From an optimization exercise on the open Yosys and OpenROAD flow, aimed at small area; shortcuts taken in it are not production practice.
The RTL was checked by simulation tests, not by an equivalence proof against the original design.
The clock port is modelled as an ideal driver; clocking choices that lean on that would not hold on a real chip.
Power is estimated from default activity; no workload was simulated.

Design mvm_host_ctrl, start of the top module:
module mvm_host_ctrl #(
   parameter int k       = 8,
   parameter int b       = 8,
   parameter int timeout = 4096
) (
   input  logic                  clk,
   input  logic                  reset,
   input  logic                  cmd_valid,
   output logic                  cmd_ready,
   input  logic [1:0]            cmd_mode,
   input  logic                  in_valid,
   output logic                  in_ready,
   input  logic signed [b-1:0]   in_data,
   output logic                  loadMatrix,
   output logic                  loadVector,
   output logic                  start,
   output logic signed [b-1:0]   data_in,
   input  logic                  done,
   input  logic signed [2*b-1:0] data_out,
   output logic                  res_valid,
   input  logic                  res_ready,
   output logic signed [2*b-1:0] res_data,
   output logic                  res_last,
   output logic                  busy,
   output logic                  err
);
Size in the first run: ~600 flip-flops.
clock: 5.0 ns
lec_check: 0
cap_margin: 20
core_margin: 2
core_utilization: 85
slew_margin: 20
standard.sh (not shown) runs the stock make flow with config.mk's settings and CLKGATE_MAP_FILE= SYNTH_SCRIPT=/design/flow/synth_recipe.tcl, a recipe that flattens the netlist after the stock synthesis.
==> flow/flow/run.sh <==
#!/bin/bash
# The standard layout, with two changes: the ports get the smallest buffer
# (sky130 buf_1) instead of the one buffer_ports picks by default, and clock
# tree synthesis inserts no dummy loads. Every other step is the standard flow's own.
set -euo pipefail
cd "$(dirname "$0")/.."
bash standard.sh \
  "BUFFER_PORTS_ARGS=-buffer_cell sky130_fd_sc_hd__buf_1" \
  "CTS_ARGS=-sink_clustering_enable -repair_clock_nets -dont_use_dummy_load -buf_list sky130_fd_sc_hd__clkbuf_4 -sink_clustering_size 12 -sink_clustering_max_diameter 33" \
  finish > standard.log 2>&1
The starting point completed with no timing, DRC or antenna violations.
Edit:
--- a/flow/flow/run.sh
+++ b/flow/flow/run.sh
@@ -8,3 +8,3 @@
   "BUFFER_PORTS_ARGS=-buffer_cell sky130_fd_sc_hd__buf_1" \
-  "CTS_ARGS=-sink_clustering_enable -repair_clock_nets -dont_use_dummy_load -buf_list sky130_fd_sc_hd__clkbuf_4 -sink_clustering_size 12 -sink_clustering_max_diameter 33" \
+  "CTS_ARGS=-sink_clustering_enable -repair_clock_nets -dont_use_dummy_load -buf_list sky130_fd_sc_hd__clkbuf_4 -sink_clustering_size 13 -sink_clustering_max_diameter 30" \
   finish > standard.log 2>&1
Global-route usage is higher by 0.30 points. Die area is unchanged. Clock skew is lower by 0.014 ns. Clock-buffer cell count is higher by 9. Core utilization is higher by 0.33 points. Maximum frequency is higher by 0.86%.
Edit:
==> flow/flow/run.sh (replaced) <==
#!/bin/bash
# The standard layout, with two changes: the ports get the smallest buffer
# (sky130 buf_1) instead of the one buffer_ports picks by default, and clock
# tree synthesis inserts no dummy loads; after it, a leaf clock buffer whose
# flip-flops would see a slow clock edge is upsized (flow/fix_clk.tcl).
# Every other step is the standard flow's own.
set -euo pipefail
cd "$(dirname "$0")/.."
bash standard.sh \
  "BUFFER_PORTS_ARGS=-buffer_cell sky130_fd_sc_hd__buf_1" \
  "CTS_ARGS=-sink_clustering_enable -repair_clock_nets -dont_use_dummy_load -buf_list sky130_fd_sc_hd__clkbuf_4 -sink_clustering_size 12 -sink_clustering_max_diameter 35" \
  "POST_CTS_TCL=$PWD/flow/fix_clk.tcl" \
  finish > standard.log 2>&1
==> flow/flow/fix_clk.tcl (new file) <==
# Runs at the end of clock tree synthesis (ORFS's POST_CTS_TCL hook).
# A leaf clock buffer whose flip-flop clock pins see a slow edge under the
# placement's estimated parasitics is replaced by the next stronger clock
# buffer, then the placement is legalised again.
set limit_ps 116
estimate_parasitics -placement
set slow [dict create]
foreach pin [all_registers -clock_pins -edge_triggered] {
  set worst 0
  foreach edge {rise fall} {
    foreach a {min max} {
      set s [get_property $pin slew_${a}_$edge]
      set worst [expr {max($worst, [sta::time_ui_sta $s] * 1e12)}]
    }
  }
  if {$worst > $limit_ps} {
    foreach drv [get_pins -of_objects [get_nets -of_objects $pin] -filter "direction==output"] {
      dict set slow [get_full_name [get_cells -of_objects $drv]] $worst
    }
  }
}
foreach name [dict keys $slow] {
  set inst [get_cells $name]
  if {[get_property $inst ref_name] eq "sky130_fd_sc_hd__clkbuf_4"} {
    puts "fix_clk: $name [format %.1f [dict get $slow $name]] ps -> sky130_fd_sc_hd__clkbuf_8"
    replace_cell $inst sky130_fd_sc_hd__clkbuf_8
  }
}
detailed_placement
check_placement -verbose
estimate_parasitics -placement
Outcome:
- The changed run ran to the end with no violations
- utilization is lower by 0.25 points
- design area stays flat
- fmax is lower by 1.1%
- worst setup slack loses 0.037 ns
- wire length is lower by 1.6%
- first-iteration DRC count is higher by 1.7%
- die area does not change
Edit:
--- a/flow/flow/run.sh
+++ b/flow/flow/run.sh
@@ -10,3 +10,3 @@
   "BUFFER_PORTS_ARGS=-buffer_cell sky130_fd_sc_hd__buf_1" \
-  "CTS_ARGS=-sink_clustering_enable -repair_clock_nets -dont_use_dummy_load -buf_list sky130_fd_sc_hd__clkbuf_4 -sink_clustering_size 12 -sink_clustering_max_diameter 35" \
+  "CTS_ARGS=-sink_clustering_enable -repair_clock_nets -dont_use_dummy_load -buf_list sky130_fd_sc_hd__clkbuf_4 -sink_clustering_size 12 -sink_clustering_max_diameter 33" \
   "POST_CTS_TCL=$PWD/flow/fix_clk.tcl" \
Effect: Global-route usage climbs by 0.85 points. Wire length climbs by 2.8%. Final area is about the same. Fmax barely changes. Sequential share of layout area barely changes. Synthesized cell count stays the same. Hold slack is about the same. Worst setup slack hardly moves. First-iteration DRC count drops by 0.68%. Critical path depth stays the same. Synthesized area is unchanged.
Edit:
--- a/flow/flow/run.sh
+++ b/flow/flow/run.sh
@@ -10,3 +10,3 @@
   "BUFFER_PORTS_ARGS=-buffer_cell sky130_fd_sc_hd__buf_1" \
-  "CTS_ARGS=-sink_clustering_enable -repair_clock_nets -dont_use_dummy_load -buf_list sky130_fd_sc_hd__clkbuf_4 -sink_clustering_size 12 -sink_clustering_max_diameter 33" \
+  "CTS_ARGS=-sink_clustering_enable -repair_clock_nets -dont_use_dummy_load -buf_list sky130_fd_sc_hd__clkbuf_4 -sink_clustering_size 12 -sink_clustering_max_diameter 40" \
   "POST_CTS_TCL=$PWD/flow/fix_clk.tcl" \
After rerunning: Clock-buffer cell count falls by 4. Via count drops by 1.0%. Setup slack gains 0.030 ns. Sequential share of layout area is about the same. Die area is unchanged. Final cell count stays flat. Sequential power barely changes. Sequential cell count does not change.


== lane 1 ==
mvm_host_ctrl, a different RTL version from the one above (not shown whole).
Size: roughly 770 cells after synthesis, about 19000 sq um of cells after synthesis.
clock: 5.0 ns
lec_check: 0
cap_margin: 20
core_margin: 2
core_utilization: 70
slew_margin: 20
run.sh (not shown) runs the stock make flow with config.mk's settings and CLKGATE_MAP_FILE= SYNTH_SCRIPT=/design/flow/synth_recipe.tcl, a recipe that flattens the netlist after the stock synthesis.
Stock flow here: none of the scripts above is used.
#### Input delta (lane 2 over lane 1)
==> flow/flow/run.sh (new file) <==
#!/bin/bash
# The standard layout, with two changes: the ports get the smallest buffer
# (sky130 buf_1) instead of the one buffer_ports picks by default, and clock
# tree synthesis inserts no dummy loads. Every other step is the standard flow's own.
set -euo pipefail
cd "$(dirname "$0")/.."
bash standard.sh \
  "BUFFER_PORTS_ARGS=-buffer_cell sky130_fd_sc_hd__buf_1" \
  "CTS_ARGS=-sink_clustering_enable -repair_clock_nets -dont_use_dummy_load -buf_list sky130_fd_sc_hd__clkbuf_8 -sink_clustering_size 24 -sink_clustering_max_diameter 40" \
  finish > standard.log 2>&1
==> flow/standard.sh (new file) <==
#!/bin/bash
# synth_recipe.tcl (not shown) runs the flow's synth.tcl, then flattens the netlist and writes it again
# the make line also repeats each setting of config.mk as NAME=value (left out here)
make -C /OpenROAD-flow-scripts/flow DESIGN_CONFIG=/design/flow/config.mk WORK_HOME=/design/flow/orfs CLKGATE_MAP_FILE= SYNTH_SCRIPT=/design/flow/synth_recipe.tcl "${@:-finish}"
removed: flow/run.sh
==> comparison <==
Lane 2: no failed stages, no open violations at the end. Comparing lane 1 and lane 2, the lower non-clock buffer count is on lane 1. Against lane 1, lane 2 reports a met3 track utilization from global routing that is lower. Summary — global-route usage, lane 2 relative to lane 1: lower, by 1.8 points. Relative to lane 1, the number of placed cells counting well taps measured on lane 2 has increased slightly.


== 07-07 ==
The RTL this note starts from:
==> flow/design.v <==
module mvm_host_ctrl #(
   parameter int k       = 8,
   parameter int b       = 8,
   parameter int timeout = 4096
) (
   input  logic                  clk,
   input  logic                  reset,
   input  logic                  cmd_valid,
   output logic                  cmd_ready,
   input  logic [1:0]            cmd_mode,
   input  logic                  in_valid,
   output logic                  in_ready,
   input  logic signed [b-1:0]   in_data,
   output logic                  loadMatrix,
   output logic                  loadVector,
   output logic                  start,
   output logic signed [b-1:0]   data_in,
   input  logic                  done,
   input  logic signed [2*b-1:0] data_out,
   output logic                  res_valid,
   input  logic                  res_ready,
   output logic signed [2*b-1:0] res_data,
   output logic                  res_last,
   output logic                  busy,
   output logic                  err
);
   localparam int NW = k*k + k;       
   localparam int TW = $clog2(timeout);
   typedef enum logic [3:0] {
      S_IDLE    = 4'd0,
      S_ERR     = 4'd1,    
      S_FILL    = 4'd2,
      S_LOAD1   = 4'd3,
      S_STREAM1 = 4'd4,
      S_LOAD2   = 4'd5,
      S_STREAM2 = 4'd6,
      S_START   = 4'd7,
      S_WAIT    = 4'd8,
      S_CAPTURE = 4'd9,
      S_DRAIN   = 4'd10
   } state_t;
   state_t           state_q, state_d;
   logic [1:0]       mode_q;
   logic [TW-1:0]    cnt_q, cnt_d;
   logic [8*NW-1:0]  ch_q;            
   logic             en;
   logic [7:0]       tap;
   wire idle    = (state_q == S_IDLE) || (state_q == S_ERR);
   wire fill    = (state_q == S_FILL);
   wire stream  = (state_q == S_STREAM1) || (state_q == S_STREAM2);
   wire capture = (state_q == S_CAPTURE);
   wire drain   = (state_q == S_DRAIN);
   wire waiting = (state_q == S_WAIT);
   wire results = capture || drain;
   wire c_71   = cnt_q[6] & (&cnt_q[2:0]);
   wire c_63   = &cnt_q[5:0];
   wire c_7    = &cnt_q[2:0];
   wire c_tmo  = &cnt_q[TW-1:1];      
   wire fill_last = mode_q[1] ? (mode_q[0] ? c_7 : c_63) : c_71;
   wire first_last = mode_q[0] ? c_7 : c_63;
   always_comb begin
      state_d = state_q;
      case (state_q)
         S_IDLE, S_ERR: if (cmd_valid) state_d = S_FILL;
                        else           state_d = S_IDLE;
         S_FILL:    if (in_valid && fill_last) state_d = S_LOAD1;
         S_LOAD1:   state_d = S_STREAM1;
         S_STREAM1: if (first_last) begin
                       if (mode_q[1]) state_d = S_START;
                       else           state_d = S_LOAD2;
                    end
         S_LOAD2:   state_d = S_STREAM2;
         S_STREAM2: if (c_71) state_d = S_START;
         S_START:   state_d = S_WAIT;
         S_WAIT:    if (done) state_d = S_CAPTURE;
                    else if (c_tmo) state_d = S_ERR;
         S_CAPTURE: if (c_7) state_d = S_DRAIN;
         S_DRAIN:   if (res_ready && c_7) state_d = S_IDLE;
         default:   state_d = S_IDLE;
      endcase
   end
   assign en = (fill && in_valid) || stream || capture || (drain && res_ready);
   wire c_clr = idle || (state_q == S_LOAD1) || (state_q == S_START) || (waiting && done);
   wire c_inc = en || waiting;
   always_comb begin
      if (c_clr) cnt_d = '0;
      else       cnt_d = cnt_q + TW'(c_inc);
   end
   always_ff @(posedge clk) begin
      if (reset) state_q <= S_IDLE;
      else       state_q <= state_d;
      cnt_q <= cnt_d;
      if (idle) mode_q <= cmd_mode;
   end
   always_ff @(posedge clk) begin
      if (en) begin
         ch_q[8*NW-1:8*(k+1)] <= ch_q[8*NW-9:8*k];
         ch_q[8*k +: 8]       <= results ? data_out[15:8] : ch_q[8*(k-1) +: 8];
         ch_q[8*k-1:8]        <= ch_q[8*k-9:0];
         ch_q[7:0]            <= results ? data_out[7:0] : in_data;
      end
   end
   always_comb begin
      case (mode_q)
         2'd2:    tap = ch_q[8*(k*k-1) +: 8];
         2'd3:    tap = ch_q[8*(k-1) +: 8];
         default: tap = ch_q[8*(NW-1) +: 8];
      endcase
   end
   assign cmd_ready  = idle;
   assign busy       = !idle;
   assign in_ready   = fill;
   assign err        = (state_q == S_ERR);
   assign start      = (state_q == S_START);
   assign loadMatrix = ((state_q == S_LOAD1) && !mode_q[0]) || ((state_q == S_LOAD2) &&  mode_q[0]);
   assign loadVector = ((state_q == S_LOAD1) &&  mode_q[0]) || ((state_q == S_LOAD2) && !mode_q[0]);
   assign data_in    = stream ? tap : '0;
   assign res_valid  = drain;
   assign res_data   = {ch_q[8*(2*k-1) +: 8], ch_q[8*(k-1) +: 8]};
   assign res_last   = drain && c_7;
endmodule
export LEC_CHECK = 0
export CAP_MARGIN = 20
export CORE_MARGIN = 2
export CORE_UTILIZATION = 70
export SLEW_MARGIN = 20
create_clock -name core_clock -period 5.0 [get_ports {clk}]
standard.sh (not shown) runs the stock make flow with config.mk's settings and CLKGATE_MAP_FILE= SYNTH_SCRIPT=/design/flow/synth_recipe.tcl, a recipe that flattens the netlist after the stock synthesis.
==> flow/flow/run.sh <==
#!/bin/bash
# The standard layout, with two changes: the ports get the smallest buffer
# (sky130 buf_1) instead of the one buffer_ports picks by default, and clock
# tree synthesis inserts no dummy loads. Every other step is the standard flow's own.
set -euo pipefail
cd "$(dirname "$0")/.."
bash standard.sh \
  "BUFFER_PORTS_ARGS=-buffer_cell sky130_fd_sc_hd__buf_1" \
  "CTS_ARGS=-sink_clustering_enable -repair_clock_nets -dont_use_dummy_load -buf_list {sky130_fd_sc_hd__clkbuf_4 sky130_fd_sc_hd__clkbuf_8} -sink_clustering_size 16 -sink_clustering_max_diameter 40" \
  finish > standard.log 2>&1
> inputs changed (07-07 -> 12-28)
==> flow/flow/run.sh <==
#!/bin/bash
# The standard layout, with two changes: the ports get the smallest buffer
# (sky130 buf_1) instead of the one buffer_ports picks by default, and clock
# tree synthesis inserts no dummy loads. Every other step is the standard flow's own.
set -euo pipefail
cd "$(dirname "$0")/.."
bash standard.sh \
  "BUFFER_PORTS_ARGS=-buffer_cell sky130_fd_sc_hd__buf_1" \
  "CTS_ARGS=-sink_clustering_enable -repair_clock_nets -dont_use_dummy_load -buf_list sky130_fd_sc_hd__clkbuf_8 -sink_clustering_size 18 -sink_clustering_max_diameter 40" \
  finish > standard.log 2>&1
Results
- The met2 demand-to-capacity share in global routing of 12-28 and that of 07-07 are within noise of each other.
- Measured against each other, 07-07 and 12-28 differ in global-route wire length before repair, the higher figure coming from 07-07.
- Compared with 07-07, in 12-28 count of placed standard cells in the final layout, fillers left out shows no meaningful change; leakage power held.
- 12-28 against 07-07: wire length after detailed routing went down by 0.68%; minimum period implied by the final worst setup slack went down by 23 ps; sequential share of cell area was more or less identical.


RTL: the design.v shown in full above, as it stands there.
Settings: LEC_CHECK=0, CAP_MARGIN=20, CORE_MARGIN=2, CORE_UTILIZATION=70, SLEW_MARGIN=20; clock period 5.0 ns.
==> flow/flow/run.sh <==
#!/bin/bash
# The standard layout, with two changes: the ports get the smallest buffer
# (sky130 buf_1) instead of the one buffer_ports picks by default, and clock
# tree synthesis inserts no dummy loads. Every other step is the standard flow's own.
set -euo pipefail
cd "$(dirname "$0")/.."
bash standard.sh \
  "BUFFER_PORTS_ARGS=-buffer_cell sky130_fd_sc_hd__buf_1" \
  "CTS_ARGS=-sink_clustering_enable -repair_clock_nets -dont_use_dummy_load -buf_list sky130_fd_sc_hd__clkbuf_4 -sink_clustering_size 12 -sink_clustering_max_diameter 30" \
  finish > standard.log 2>&1
Next try:
--- a/flow/flow/run.sh
+++ b/flow/flow/run.sh
@@ -9 +9 @@
-  "CTS_ARGS=-sink_clustering_enable -repair_clock_nets -dont_use_dummy_load -buf_list sky130_fd_sc_hd__clkbuf_4 -sink_clustering_size 12 -sink_clustering_max_diameter 30" \
+  "CTS_ARGS=-sink_clustering_enable -repair_clock_nets -dont_use_dummy_load -buf_list sky130_fd_sc_hd__clkbuf_16 -sink_clustering_size 14 -sink_clustering_max_diameter 67" \
Settings changed: CTS_BUF_LIST from default to sky130_fd_sc_hd__clkbuf_16, CTS_CLUSTER_DIAMETER from default to 67, CTS_CLUSTER_SIZE from default to 14.
What happened:
- hold slack gets better by 0.020 ns
- via count drops slightly
- worst setup slack gets better by 0.17 ns
- count of clock-buffer cells in the layout drops by 39
- clock power climbs by well over a third
Next try:
==> flow/run.sh (new file) <==
#!/bin/bash
# synth_recipe.tcl (not shown) runs the flow's synth.tcl, then flattens the netlist and writes it again
# the make line also repeats each setting of config.mk as NAME=value (left out here)
make -C /OpenROAD-flow-scripts/flow DESIGN_CONFIG=/design/flow/config.mk WORK_HOME=/design/flow/orfs CLKGATE_MAP_FILE= SYNTH_SCRIPT=/design/flow/synth_recipe.tcl finish
Settings changed: CTS_BUF_LIST sky130_fd_sc_hd__clkbuf_16 to sky130_fd_sc_hd__clkbuf_8, CTS_CLUSTER_DIAMETER 67 to 40, CTS_CLUSTER_SIZE 14 to 18.
removed: flow/flow/run.sh
removed: flow/standard.sh
Outcome: Sequential cell count does not change. Critical path depth stays the same. Cell count rose by 2.8%. Global-route usage falls by 1.9 points. Design area grows by 1.1%. Total power goes down by 2.8%. Hold slack gains 0.022 ns. Core utilization increases by 0.83 points. Fmax drops by 11%. Synthesized area does not change. Routed wire length fell by 9.5%.

-- what the ideal ports hide --
Ports are ideal in the flow. The routed layouts listed here were re-timed in OpenROAD.
Step 1 assumes that a clkbuf_16 drives the clock port and a buf_2 every other input.
Step 2 also shifts input and output timing later by t, the mid clock arrival at the registers, as if the neighbouring blocks saw the same clock.
a / b / c = ideal / step 1 / step 2; a / b = the first two.
| run | t, ns | setup slack, ns | hold slack, ns | worst setup path at the end | slew at the worst register clock pin (ns) |
|---|---|---|---|---|---|
| the first run of note 1 | 0.731 | 1.646 / 1.599 / 1.706 | 0.398 / 0.398 / 0.398 | input to register | 0.12 / 0.12 |
| the second run of note 1 | 0.705 | 1.674 / 1.632 / 1.711 | 0.393 / 0.393 / 0.393 | input to register | 0.12 / 0.12 |
| the third run of note 1 | 0.728 | 1.638 / 1.595 / 1.689 | 0.398 / 0.398 / 0.398 | input to register | 0.12 / 0.12 |
| the fourth run of note 1 | 0.738 | 1.639 / 1.593 / 1.742 | 0.397 / 0.397 / 0.397 | input to register | 0.12 / 0.12 |
| the fifth run of note 1 | 0.729 | 1.670 / 1.627 / 1.706 | 0.391 / 0.391 / 0.391 | input to register | 0.12 / 0.12 |
| lane 1 | 0.607 | 1.287 / 1.237 / 1.375 | 0.410 / 0.410 / 0.410 | input to register | 0.07 / 0.07 |
| lane 2 | 0.606 | 1.639 / 1.589 / 1.793 | 0.368 / 0.368 / 0.368 | input to register | 0.12 / 0.12 |
| 07-07 | 0.597 | 1.644 / 1.602 / 1.782 | 0.370 / 0.370 / 0.370 | input to register | 0.09 / 0.09 |
| 12-28 | 0.592 | 1.667 / 1.624 / 1.762 | 0.350 / 0.350 / 0.350 | input to register | 0.10 / 0.10 |
| the first run of note 4 | 0.700 | 1.506 / 1.463 / 1.798 | 0.365 / 0.365 / 0.365 | input to register | 0.12 / 0.12 |
| the second run of note 4 | 0.582 | 1.674 / 1.623 / 1.779 | 0.385 / 0.385 / 0.385 | input to register | 0.07 / 0.07 |
| the third run of note 4 | 0.617 | 1.274 / 1.227 / 1.372 | 0.407 / 0.407 / 0.407 | input to register | 0.10 / 0.10 |
After both steps every run listed still meets setup and hold.
